From an optimization exercise on the open Yosys and OpenROAD flow, aimed at small area; shortcuts taken in it are not production practice. In this exercise RTL edits were held to simulation tests only and were not proved equivalent to the original. No activity file was given, so power comes from the tool's default toggle rates.

==> flow/design.v <==
package icache_pkg;
  typedef logic [32-1:0]        pc_t;
  typedef logic [(32 - $clog2((4 * 32) / 8))-1:0] line_addr_t;
  typedef logic [$clog2(8)-1:0]       set_idx_t;
  typedef logic [((32 - $clog2((4 * 32) / 8)) - $clog2(8))-1:0]       tag_t;
  typedef logic [$clog2(2)-1:0]       way_idx_t;
  typedef logic [$clog2(4)-1:0]      slot_t;
  typedef logic [32-1:0]        instr_t;
  typedef logic [(4 * 32)-1:0]      line_t;
  typedef struct packed {
    pc_t pc;
  } fetch_req_t;
  typedef struct packed {
    instr_t [2-1:0] instrs;
  } fetch_rsp_t;
  typedef struct packed {
    line_addr_t line_addr;
  } mem_req_t;
  typedef struct packed {
    line_t data;
  } mem_rsp_t;
  typedef enum logic [1:0] {
    IDLE,
    LOOKUP,
    MISS_REQ,
    MISS_WAIT
  } ic_state_e;
endpackage
`timescale 1ns/1ps
module icache_top
(
  input  logic       clk_i,
  input  logic       rst_ni,
  input  logic       req_valid_i,
  output logic       req_ready_o,
  input  icache_pkg::fetch_req_t req_i,
  output logic       rsp_valid_o,
  input  logic       rsp_ready_i,
  output icache_pkg::fetch_rsp_t rsp_o,
  output logic       mem_req_valid_o,
  input  logic       mem_req_ready_i,
  output icache_pkg::mem_req_t   mem_req_o,
  input  logic       mem_rsp_valid_i,
  output logic       mem_rsp_ready_o,
  input  icache_pkg::mem_rsp_t   mem_rsp_i
);
  localparam int TW = ((32 - $clog2((4 * 32) / 8)) - $clog2(8));
  logic [1:0]  state_q;
  logic        rsp_valid_q;
  logic        mem_req_valid_q;
  logic [3:0]  lfsr_q;
  logic [29:0] pc_q;
  logic        miss_b_q;
  logic        miss_way_q;
  logic [TW-1:0]  tag_mem  [2][8];
  logic [127:0]   data_mem [2][8];
  logic [7:0]     valid_q  [2];
  logic idle, lookup, miss_wait;
  assign idle      = (state_q == 2'd0);
  assign lookup    = (state_q == 2'd1);
  assign miss_wait = (state_q == 2'd3);
  logic accept;
  assign req_ready_o = idle && !rsp_valid_q;
  assign accept      = req_valid_i && req_ready_o;
  logic [2:0]    set_a;
  logic [1:0]    slot;
  logic [4:0]    pos;       
  logic [TW-1:0] tag_a;
  logic          xline;
  logic          set7;
  assign set_a = pc_q[4:2];
  assign slot  = pc_q[1:0];
  assign pos   = pc_q[4:0];
  assign tag_a = pc_q[29:5];
  assign xline = (slot == 2'd3);
  assign set7  = (set_a == 3'd7);
  logic          inc_c;
  logic [TW-1:0] tag_inc;
  assign inc_c   = set7 && (miss_b_q || !state_q[1]);
  assign tag_inc = tag_a + TW'(inc_c);
  logic [1:0] ev_set_hi;
  logic [2:0] ev_set, od_set;
  assign ev_set_hi = set_a[2:1] + 2'(set_a[0]);
  assign ev_set    = {ev_set_hi, 1'b0};
  assign od_set    = {set_a[2:1], 1'b1};
  logic [1:0] h_ev, h_od;
  logic [1:0] v_ev, v_od;
  for (genvar w = 0; w < 2; w++) begin : g_cmp
    assign v_ev[w] = valid_q[w][ev_set];
    assign v_od[w] = valid_q[w][od_set];
    assign h_ev[w] = v_ev[w] && (tag_mem[w][ev_set] == tag_inc);
    assign h_od[w] = v_od[w] && (tag_mem[w][od_set] == tag_a);
  end
  logic [1:0] hit_a_w, hit_b_w, valid_a, valid_b;
  assign hit_a_w = set_a[0] ? h_od : h_ev;
  assign hit_b_w = set_a[0] ? h_ev : h_od;
  assign valid_a = set_a[0] ? v_od : v_ev;
  assign valid_b = set_a[0] ? v_ev : v_od;
  logic hit_a, hit_b, hit_all, miss_b;
  assign hit_a   = |hit_a_w;
  assign hit_b   = |hit_b_w;
  assign hit_all = hit_a && (!xline || hit_b);
  assign miss_b  = hit_a && xline;
  logic [3:0]  od_idx;
  logic [15:0] ev_dec, od_dec;
  logic [1:0]  ev_way, od_way;
  assign od_idx = pos[4:1];
  assign od_dec = 16'd1 << od_idx;
  assign ev_dec = pos[0] ? {od_dec[14:0], od_dec[15]} : od_dec;
  logic ev_way1_q, od_way1_q;
  always_ff @(posedge clk_i) begin
    ev_way1_q <= (set_a[0] ^ xline) ? h_od[1] : h_ev[1];
    od_way1_q <= hit_a_w[1];
  end
  assign ev_way = {ev_way1_q, !ev_way1_q};
  assign od_way = {od_way1_q, !od_way1_q};
  logic [31:0] ev_word, od_word;
  always_comb begin
    ev_word = '0;
    od_word = '0;
    for (int i = 0; i < 16; i++) begin
      for (int w = 0; w < 2; w++) begin
        ev_word = ev_word | ({32{ev_dec[i] & ev_way[w]}} & data_mem[w][i/2][(i%2)*64 +: 32]);
        od_word = od_word | ({32{od_dec[i] & od_way[w]}} & data_mem[w][i/2][(i%2)*64 + 32 +: 32]);
      end
    end
  end
  assign rsp_o.instrs[0] = pos[0] ? od_word : ev_word;
  assign rsp_o.instrs[1] = pos[0] ? ev_word : od_word;
  assign rsp_valid_o     = rsp_valid_q;
  assign mem_req_valid_o = mem_req_valid_q;
  assign mem_req_o.line_addr = {tag_inc, set_a + 3'(miss_b_q)};
  assign mem_rsp_ready_o = miss_wait;
  logic [1:0] valid_sel;
  logic       victim;
  assign valid_sel = miss_b ? valid_b : valid_a;
  assign victim    = !valid_sel[0] ? 1'b0 : (!valid_sel[1] ? 1'b1 : lfsr_q[0]);
  logic [1:0] state_d;
  always_comb begin
    state_d = state_q;
    case (state_q)
      2'd0: if (accept) state_d = 2'd1;
      2'd1: state_d = hit_all ? 2'd0 : 2'd2;
      2'd2: if (mem_req_valid_q && mem_req_ready_i) state_d = 2'd3;
      2'd3: if (mem_rsp_valid_i) state_d = 2'd1;
      default: state_d = 2'd0;
    endcase
  end
  always_ff @(posedge clk_i or negedge rst_ni) begin
    if (!rst_ni) begin
      state_q         <= 2'd0;
      rsp_valid_q     <= 1'b0;
      mem_req_valid_q <= 1'b0;
      lfsr_q          <= 4'h1;
    end else begin
      state_q <= state_d;
      lfsr_q  <= {lfsr_q[2:0], lfsr_q[3] ^ lfsr_q[2]};
      if (lookup && hit_all) begin
        rsp_valid_q <= 1'b1;
      end else if (rsp_ready_i) begin
        rsp_valid_q <= 1'b0;
      end
      if (state_q == 2'd2 && !mem_req_valid_q) begin
        mem_req_valid_q <= 1'b1;
      end else if (mem_req_ready_i) begin
        mem_req_valid_q <= 1'b0;
      end
    end
  end
  always_ff @(posedge clk_i) begin
    if (accept) begin
      pc_q <= req_i.pc[31:2];
    end
    if (lookup) begin
      miss_b_q   <= miss_b;
      miss_way_q <= victim;
    end
  end
  logic       we;
  logic [2:0] wr_set;
  assign we     = miss_wait && mem_rsp_valid_i;
  assign wr_set = set_a + 3'(miss_b_q);
  for (genvar w = 0; w < 2; w++) begin : g_way
    for (genvar s = 0; s < 8; s++) begin : g_set
      logic           wen;
      logic [TW-1:0]  t_q;
      logic [127:0]   d_q;
      logic           v_q;
      assign wen = we && (wr_set == 3'(s)) && (miss_way_q == 1'(w));
      logic sel, load, keep;
      assign sel  = (wr_set == 3'(s)) && (miss_way_q == 1'(w));
      assign load = sel && miss_wait;
      assign keep = !(sel && state_q[1]);
      always_ff @(posedge clk_i) begin
        t_q <= ({TW{load}} & tag_inc) | ({TW{keep}} & t_q);
        d_q <= ({128{load}} & mem_rsp_i.data) | ({128{keep}} & d_q);
      end
      always_ff @(posedge clk_i or negedge rst_ni) begin
        if (!rst_ni) begin
          v_q <= 1'b0;
        end else if (wen) begin
          v_q <= 1'b1;
        end
      end
      assign tag_mem[w][s]  = t_q;
      assign data_mem[w][s] = d_q;
      assign valid_q[w][s]  = v_q;
    end
  end
endmodule
==> flow/flow/run.sh <==
#!/bin/bash
# Own flow: the standard synthesis, an area remap of its combinational
# logic (flip-flops untouched), then the standard layout with small port
# buffers, a fanout limit of 40 for the resizer, and a clock tree of
# clkbuf_8 leaves without dummy balancing loads.
# Each tool writes its own log in this folder (ORFS's step logs are under
# orfs/logs).
set -euo pipefail
export BUFFER_PORTS_ARGS="-buffer_cell sky130_fd_sc_hd__buf_1"
export PRE_GLOBAL_PLACE_TCL="$PWD/flow/max_fanout.tcl"
export PRE_RESIZE_TCL="$PWD/flow/max_fanout.tcl"
export CTS_ARGS="-sink_clustering_enable -repair_clock_nets -dont_use_dummy_load -buf_list sky130_fd_sc_hd__clkbuf_8 -root_buf sky130_fd_sc_hd__clkbuf_16 -sink_clustering_size 16 -sink_clustering_max_diameter 60"
R=orfs/results/${FLOW_PLATFORM}/icache_top/base
LIB=${FLOW_HOME}/platforms/${FLOW_PLATFORM}/lib/sky130_fd_sc_hd__tt_025C_1v80.lib

bash standard.sh synth > standard_synth.log 2>&1
cp $R/1_2_yosys.v standard_1_2_yosys.v
python3 flow/splitlib.py "$LIB" seq.lib comb.lib > splitlib.log 2>&1
REMAP_LIB="$LIB" REMAP_IN=standard_1_2_yosys.v REMAP_OUT=remapped.v REMAP_ABC=flow/abc_area.script \
  yosys -c flow/remap.tcl > remap.log 2>&1
cp remapped.v $R/1_2_yosys.v
rm -f $R/1_synth.odb $R/1_synth.sdc
bash standard.sh > standard.log 2>&1
==> flow/flow/abc_area.script <==
&get -n; &st; &syn2; &dch -f; &nf -a -R 1000; &put
==> flow/flow/max_fanout.tcl <==
# Keep the resizer from driving a whole cache line's control net (about
# 150 loads spread over the die) from one buffer: its routed slew then
# exceeds the library limit.
set_max_fanout 40 [current_design]
==> flow/flow/remap.tcl <==
# Area remap of the standard synthesis: the flip-flops (and their instance
# names) are kept as they are, the combinational cells are read as logic and
# mapped again by ABC with an area-oriented script.
yosys -import
set lib $::env(REMAP_LIB)
read_liberty -lib seq.lib
read_liberty -ignore_miss_func comb.lib
read_verilog $::env(REMAP_IN)
hierarchy -check -top $::env(FLOW_TOP)
flatten
opt_clean -purge
# flatten dropped the combinational cells' modules: define them again as
# library cells for ABC's result
read_liberty -lib comb.lib
# the flattened cells' pin wires must not name the nets of ports
yosys rename -hide w:_*_.*
opt_clean -purge
tee -o remap_before.txt stat -liberty $lib
abc -script $::env(REMAP_ABC) -liberty $lib -dont_use *probe* -dont_use *lpflow* -D [expr {int($::env(FLOW_PERIOD_NS) * 1000)}]
splitnets
opt_clean -purge
hilomap -singleton -hicell sky130_fd_sc_hd__conb_1 HI -locell sky130_fd_sc_hd__conb_1 LO
insbuf -buf sky130_fd_sc_hd__buf_4 A X
opt_clean -purge
tee -o remap_after.txt stat -liberty $lib
check -assert -mapped
write_verilog -noattr -nohex -nodec $::env(REMAP_OUT)
==> flow/flow/splitlib.py <==
# Split the platform's liberty file into its sequential cells and its
# combinational cells, so that Yosys can read the combinational cells as
# logic while the flip-flops stay as they are.
import re, sys
src, seq_out, comb_out = sys.argv[1:4]
t = open(src).read()
i = t.index('\n    cell (')
head, body = t[:i], t[i:]
j = body.rstrip().rfind('}')
body = body.rstrip()[:j]
cells = [c for c in re.split(r'(?=\n    cell \()', body) if c.strip()]
seq, comb = [], []
for c in cells:
    (seq if re.search(r'\n\s+(ff|latch|statetable)\s*\(', c) else comb).append(c)
open(seq_out, 'w').write(head + ''.join(seq) + '\n}\n')
open(comb_out, 'w').write(head + ''.join(comb) + '\n}\n')
print(len(seq), 'sequential cells,', len(comb), 'combinational cells')
==> flow/standard.sh <==
#!/bin/bash
# synth_recipe.tcl (not shown) runs the flow's synth.tcl, then flattens the netlist and writes it again
# the make line also repeats each setting of config.mk as NAME=value (left out here)
make -C /OpenROAD-flow-scripts/flow DESIGN_CONFIG=/design/flow/config.mk WORK_HOME=/design/flow/orfs CLKGATE_MAP_FILE= SYNTH_SCRIPT=/design/flow/synth_recipe.tcl "${@:-finish}"
==> flow/config.mk <==
export PLATFORM = sky130hd
export DESIGN_NAME = icache_top
export DESIGN_NICKNAME = icache_top
export VERILOG_FILES = /design/flow/design.v
export SDC_FILE = /design/flow/constraint.sdc
export NUM_CORES = 4
export LEC_CHECK = 0
export CAP_MARGIN = 20
export CORE_MARGIN = 2
export CORE_UTILIZATION = 70
export PLACE_DENSITY = 0.8
export SETUP_SLACK_MARGIN = 0.2
export SLEW_MARGIN = 20
==> flow/constraint.sdc <==
create_clock -name core_clock -period 7.0 [get_ports {clk_i}]
set_input_delay 1.4000 -clock core_clock [delete_from_list [all_inputs] [get_ports {clk_i}]]
set_output_delay 1.4000 -clock core_clock [all_outputs]
set_load 0.01 [all_outputs]
==> out/metrics.csv <==
stage,metric,value,unit
global_routing,first-pass GRT wire length,516.3,mm
hold_path,hold crit path type,flip-flop to flip-flop,
global_routing,number of antenna violations at the first check in global routing,44,
timing,fmax,0.1474,GHz
clocking,CTS HTree Levels,4,
detailed_routing,Residual DRC,0,
global_routing,largest net degree at the start of global routing,41,
floorplanning,Initial Utilization,0.7056,
floorplanning,io pins,262,
clocking,Max Buffers Root-to-Sink,3,
worst_setup_path,reg2reg path depth,19,
place,routability cong.,0.9278,
logic_synthesis,syn_nets,7719,
worst_setup_path,cells along the critical path,buf_4 > and2_0 > nor3_1 > nand2_1 > nor2_4 > buf_4 > a22oi_1 > nand2_1 > a21oi_1 > nand4_1 > nor2_1 > nand4_1 > mux2_1 > buf_1,
timing,Final TNS setup,0,ps
timing,Tmin final,6784,ps
worst_setup_path,CP max stage cell,nor2_4,
floorplanning,core area,123800,µm²
hold_path,hold worst-path end,lfsr_q[2],
worst_setup_path,R2R Setup Slk,1300,ps
floorplanning,die height,357.2,µm
detailed_routing,DR WL/cell,35.64,µm
worst_setup_path,"Req. time, crit path",5600,ps
detailed_routing,Via density,8.225,
logic_synthesis,Post-Syn Area,87350,µm²
clocking,clock-pin transition on the worst setup and hold timing paths,100,ps
worst_setup_path,kind of critical path,flip-flop to output port,
timing,worst hold slack,364.6,ps
clocking,worst skew pair latency,860,ps
timing,RSZ-0062 raised after global routing,no,
place,IO buf count,259,
place,dpl hpwl,201.7,mm
worst_setup_path,reg2reg start,pc_q[3],
run,max_cap viols,0,
timing,worst clock skew,85.38,ps
pwr,PD cells,415.9,nW/µm²
timing,fin. max-slew vios,0,
hold_path,Hold Crit Depth,0,
final_layout,P&R area growth vs syn,10.09,%
detailed_routing,drt total wl,356.9,mm
timing,Fin. Hold Viols,0,
timing,# setup viols final,0,
global_routing,GRT Total Usage,0.5407,
final_layout,fraction of layout cells with a size suffix above 1,0.07246,
status,outcome,timing/DRC/antenna clean,
timing,Tcrit/Tclk final,0.9692,
pwr,Peak VDD IR,0.2823,mV
final_layout,final core occ,0.7767,
detailed_routing,Pre-antenna DRT Iters,27,
logic_synthesis,"Warnings, synthesis",4,
pwr,Leak,36.80,nW
floorplanning,area of the die,127600,µm²
worst_setup_path,startpoint types,flip-flop,
worst_setup_path,reg2reg end,rsp_valid_q,
worst_setup_path,Max Fanout on Critical Path,32,
floorplanning,row cnt,129,
logic_synthesis,Post-Syn Instances,7553,
timing,Worst Tran Pin Value,1317,ps
final_layout,Multi-input gate area,37080,µm²
detailed_routing,via count,82370,
floorplanning,Die X,357.2,µm
final_layout,FILL cells,8327,
logic_synthesis,syn avg cell area,11.56,µm²
clocking,CTS Buf Count,178,
timing,Slew HR,0.1197,
hold_path,Worst Hold Launch,lfsr_q[1],
clocking,CTS tree,built,
clocking,CTS Sinks,2506,
global_routing,GR Overflow Total,0,
worst_setup_path,CP endpoint kind,output port,
final_layout,Reg area,50610,µm²
detailed_routing,DR iter-0 viols,15800,
final_layout,Final nets,8504,
pwr,Pwr Total,0.04000,W
worst_setup_path,CP peak stage delay,890,ps
clocking,CTS root buf,clkbuf_16,
global_routing,vias in the first global route,78320,
detailed_routing,ANT nets after route,0,
worst_setup_path,crit path DAT,5380,ps
[state kept, by name (all words and copies together), names as in the netlist, 2 cells and up]
signal and count:
g_way.g_set.d_q 2048, g_way.g_set.t_q 400, g_way.g_set.v_q 16, lfsr_q 4, pc_q 30, state_q 2
[stage by stage]
step	worst slack (ps)	instances	instance area, µm²
2_1_floorplan	-4257	7553	87370
3_3_place_gp	1093	9783	93410
3_5_place_dp	1082	9786	93460
4_1_cts	229.6	9964	95920
5_1_grt	216.9	9992	96100
6_report	215.9	10020	96160
[worst max-delay path: cells and delay by family (launching register included)]
family                 cells  cell delay, ps
buffers and inverters      3             990
flip-flops                 1             430
AO/OA/AOI/OAI              2             190
multiplexers               1             260
AND/OR/NAND/NOR            8            2680
[metal layers]
metal,share of wire,GRT usage
met1,0.33,0.6843
met2,0.39,0.7442
met3,0.18,0.2280
met4,0.088,0.3761
met5,0.00055,0.002593
[how the worst max path moves through the flow]
stage	from	end	slack (ps)	cells after the start
after global placement	pc_q[3]	rsp_o[49]	1090	9
after floorplan	pc_q[4]	g_way[0].g_set[6].d_q[0]	-4260	7
after global routing	pc_q[1]	rsp_o[57]	220	11
final	pc_q[0]	rsp_o[3]	220	14
after CTS	pc_q[3]	rsp_o[49]	230	9
after detailed placement	pc_q[3]	rsp_o[49]	1080	9
[layout make-up]
type                       instances  area share
clock buffer                     178     0.02559
tap                             1637     0.02130
timing repair buffer             605     0.03842
sequential                      2506      0.5263
inverter                          42    0.001653
antenna                           42    0.001093
multi-input combinational       5005      0.3856
[placed cells by master, fill, tap and decap left out, drive strengths merged, types with 4 or more instances in the layout]
master,count
or4,25
o21ai,421
a2111oi,11
a21o,4
nand2b,6
nand2,690
nand4,123
nor2,159
nand3,133
mux2i,25
a31oi,5
a21boi,4
o2111ai,7
buf,605
o22ai,91
and2,13
clkinv,42
edfxtp,32
dfxtp,2450
a22o,2138
or3,14
o21bai,17
or2,9
a221oi,132
dfrtp,23
a222oi,348
and3,6
xnor2,76
clkbuf,178
and4,7
a21oi,123
mux4,5
mux2,69
a221o,7
nor3,29
nor4,10
xor2,43
a22oi,232
diode,42
nor2b,9
[power by group]
part	total [W]	switching (W)	internal, W
sequential	0.0227	0.00302	0.0197
combinational	0.0105	0.00553	0.00497
clock	0.00678	0.00448	0.00229
total	0.0400	0.0130	0.0270
[what timing repair did]
item                       in CTS  in global routing
setup endpoints to repair       0                 13
resized for setup               0                  1
buffers inserted                0                  5
hold buffers                    0                  0

afterwards: timing with drivers on the ports:
The results above use ideal ports. As a check the final layout listed here was re-extracted and re-timed, cells and wires unchanged.
Step 1 (the two cells are an assumption about what drives the block):
set clk [get_ports {clk_i}]
set_driving_cell -lib_cell sky130_fd_sc_hd__clkbuf_16 $clk
set_driving_cell -lib_cell sky130_fd_sc_hd__buf_2 [delete_from_list [all_inputs] $clk]
Step 2 adds t to the input delays and takes it off the output delays; t is the mean of the earliest and latest rising clock arrival at the registers after step 1. Input paths then give back, and output paths get back, about the clock's delay inside the block.
a / b / c = ideal ports / drivers / drivers and shift; a / b = the first two.
t, ns: 0.896
setup WS [ns]: 0.216 / 0.132 / 1.028
clock arrival spread, ns: 0.086 / 0.087
worst slew at a driven data input, ns: 0.22
pins driven straight from the clock port: 1
After both steps setup and hold are still met in this run. The setup slack of this run moves by -0.084 ns with the drivers and by +0.812 ns with both steps.
